Source: an optimization exercise on an open RTL-to-GDS flow (aim: small area, a short achievable clock period and few clock cycles per item). Production flows keep margins and buffers that such runs may drop.
RTL that was checked went through simulation tests only; none was proved equivalent to the original.
Power figures rest on the tool's default switching activity, not on a simulated workload.

Design conv_pe_top, start of the top module:
module conv_pe_top (
    input  logic        clk,
    input  logic        rst,
    input  logic        wght_valid_i,
    input  logic [63:0] wght_i,
    output logic        wght_ready_o,
    input  logic        act_valid_i,
    input  logic [63:0] act_i,
    output logic        act_ready_o,
    output logic [23:0] result_o,
    output logic        result_valid_o
);
clock: 5.0 ns
lec_check: 0
cap_margin: 20
core_margin: 2
core_utilization: 65
setup_slack_margin: 2.8
slew_margin: 20
synth_hierarchical: 1
synth_minimum_keep_size: 0
standard.sh (not shown) runs the stock make flow with config.mk's settings and CLKGATE_MAP_FILE= SYNTH_SCRIPT=/design/flow/synth_recipe.tcl, a recipe that flattens the netlist after the stock synthesis.
==> flow/flow/run.sh <==
#!/bin/bash
# The standard layout, with two resizer settings changed: cells may be
# swapped for ones of another footprint during repair, and the port buffers
# are plain buffers instead of the smallest-area (delay) buffer.
set -euo pipefail
bash standard.sh MATCH_CELL_FOOTPRINT=0 "BUFFER_PORTS_ARGS=-buffer_cell sky130_fd_sc_hd__buf_2" finish > make.log 2>&1
The starting point finished with timing, DRC and antenna clean.
Testbench counts at the start, summed over its fixed seeds: cycles 8,884, windows 900.
Change:
==> flow/run.sh (new file) <==
#!/bin/bash
# synth_recipe.tcl (not shown) runs the flow's synth.tcl, then flattens the netlist and writes it again
# the make line also repeats each setting of config.mk as NAME=value (left out here)
make -C /OpenROAD-flow-scripts/flow DESIGN_CONFIG=/design/flow/config.mk WORK_HOME=/design/flow/orfs CLKGATE_MAP_FILE= SYNTH_SCRIPT=/design/flow/synth_recipe.tcl finish
--- a/flow/config.mk
+++ b/flow/config.mk
@@ -10 +10 @@
-export CORE_UTILIZATION = 65
+export CORE_UTILIZATION = 40
removed: flow/flow/run.sh
removed: flow/standard.sh
After rerunning: Design area came out higher by about 3%. Die area came out higher by 61%. Final cell count came out higher by about 13%. Setup slack got worse by 0.043 ns.
Change:
==> flow/flow/run.sh (new file) <==
#!/bin/bash
# The standard layout, with two resizer settings changed: cells may be
# swapped for ones of another footprint during repair, and the port buffers
# are plain buffers instead of the smallest-area (delay) buffer.
set -euo pipefail
bash standard.sh MATCH_CELL_FOOTPRINT=0 "BUFFER_PORTS_ARGS=-buffer_cell sky130_fd_sc_hd__buf_2" finish > make.log 2>&1
==> flow/standard.sh (new file) <==
#!/bin/bash
# synth_recipe.tcl (not shown) runs the flow's synth.tcl, then flattens the netlist and writes it again
# the make line also repeats each setting of config.mk as NAME=value (left out here)
make -C /OpenROAD-flow-scripts/flow DESIGN_CONFIG=/design/flow/config.mk WORK_HOME=/design/flow/orfs CLKGATE_MAP_FILE= SYNTH_SCRIPT=/design/flow/synth_recipe.tcl "${@:-finish}"
--- a/flow/config.mk
+++ b/flow/config.mk
@@ -10,2 +10,2 @@
-export CORE_UTILIZATION = 40
-export SETUP_SLACK_MARGIN = 2.8
+export CORE_UTILIZATION = 65
+export SETUP_SLACK_MARGIN = 2.7
removed: flow/run.sh
Effect:
- The new run ran to the end with no violations
- total power went down by 0.90%
- cell count went down by about 12%
- non-clock buffer count went down by 33
- routed wire length went down by about 3%
- clock skew went down by 0.014 ns
- via count went up by about 1%

========
Another version of the RTL of conv_pe_top (not shown whole).
Size: ~1,100 flip-flops, about 160 I/O pins, about 37,000 um^2 of cells after synthesis.
clock: 5.0 ns
lec_check: 0
cap_margin: 20
core_margin: 2
core_utilization: 65
cts_cluster_diameter: 140
cts_cluster_size: 25
setup_slack_margin: 2.95
slew_margin: 20
synth_hierarchical: 1
synth_minimum_keep_size: 0
==> flow/flow/run.sh <==
#!/bin/bash
# The standard layout, with two resizer settings changed: cells may be
# swapped for ones of another footprint during repair, and the port buffers
# are plain buffers instead of the smallest-area (delay) buffer.
set -euo pipefail
bash standard.sh MATCH_CELL_FOOTPRINT=0 "BUFFER_PORTS_ARGS=-buffer_cell sky130_fd_sc_hd__buf_2" finish > make.log 2>&1
The first run produced a clean layout.
Change:
- SETUP_SLACK_MARGIN: 2.95 -> 2.85
What happened: Routed wire length falls by 2.4%. Non-clock buffer count goes down by 6. Area after synthesis is unchanged. First-iteration DRC count goes up by 16%. Synthesized cell count does not change. Critical path depth grows by 2. Sequential share of layout area rose by 0.57 points.
No functional check of the RTL was part of any run of this note.

[separate check: timing with driven ports]
Ports are ideal in the flow. The routed layouts listed here were re-timed in OpenROAD. Step 1 sets driving cells, clkbuf_16 on the clock port and buf_2 on the other inputs (assumed; they add their load-dependent delay and slew). Step 2 adds t to the input delays and takes it off the output delays; t is the mean of the earliest and latest rising clock arrival at the registers after step 1. Input paths then give back, and output paths get back, about the clock's delay inside the block. Three values: ideal ports, drivers, drivers and shift; two values: the first two.
| run | t, ns | slack for setup (ns) | latest minus earliest clock arrival (ns) |
|---|---|---|---|
| the first run of note 1 | 0.710 | 2.738 / 2.738 / 2.580 | 0.021 / 0.021 |
| the second run of note 1 | 0.703 | 2.695 / 2.695 / 2.185 | 0.046 / 0.046 |
| the third run of note 1 | 0.699 | 2.662 / 2.662 / 2.662 | 0.033 / 0.033 |
| the first run of note 2 | 0.690 | 2.891 / 2.828 / 2.275 | 0.032 / 0.032 |
| the second run of note 2 | 0.679 | 2.875 / 2.834 / 2.253 | 0.036 / 0.036 |
After both steps every run listed still meets setup and hold. The setup slack of the second run of note 2, which loses most, moves by -0.041 ns with the drivers and by -0.622 ns with both steps.
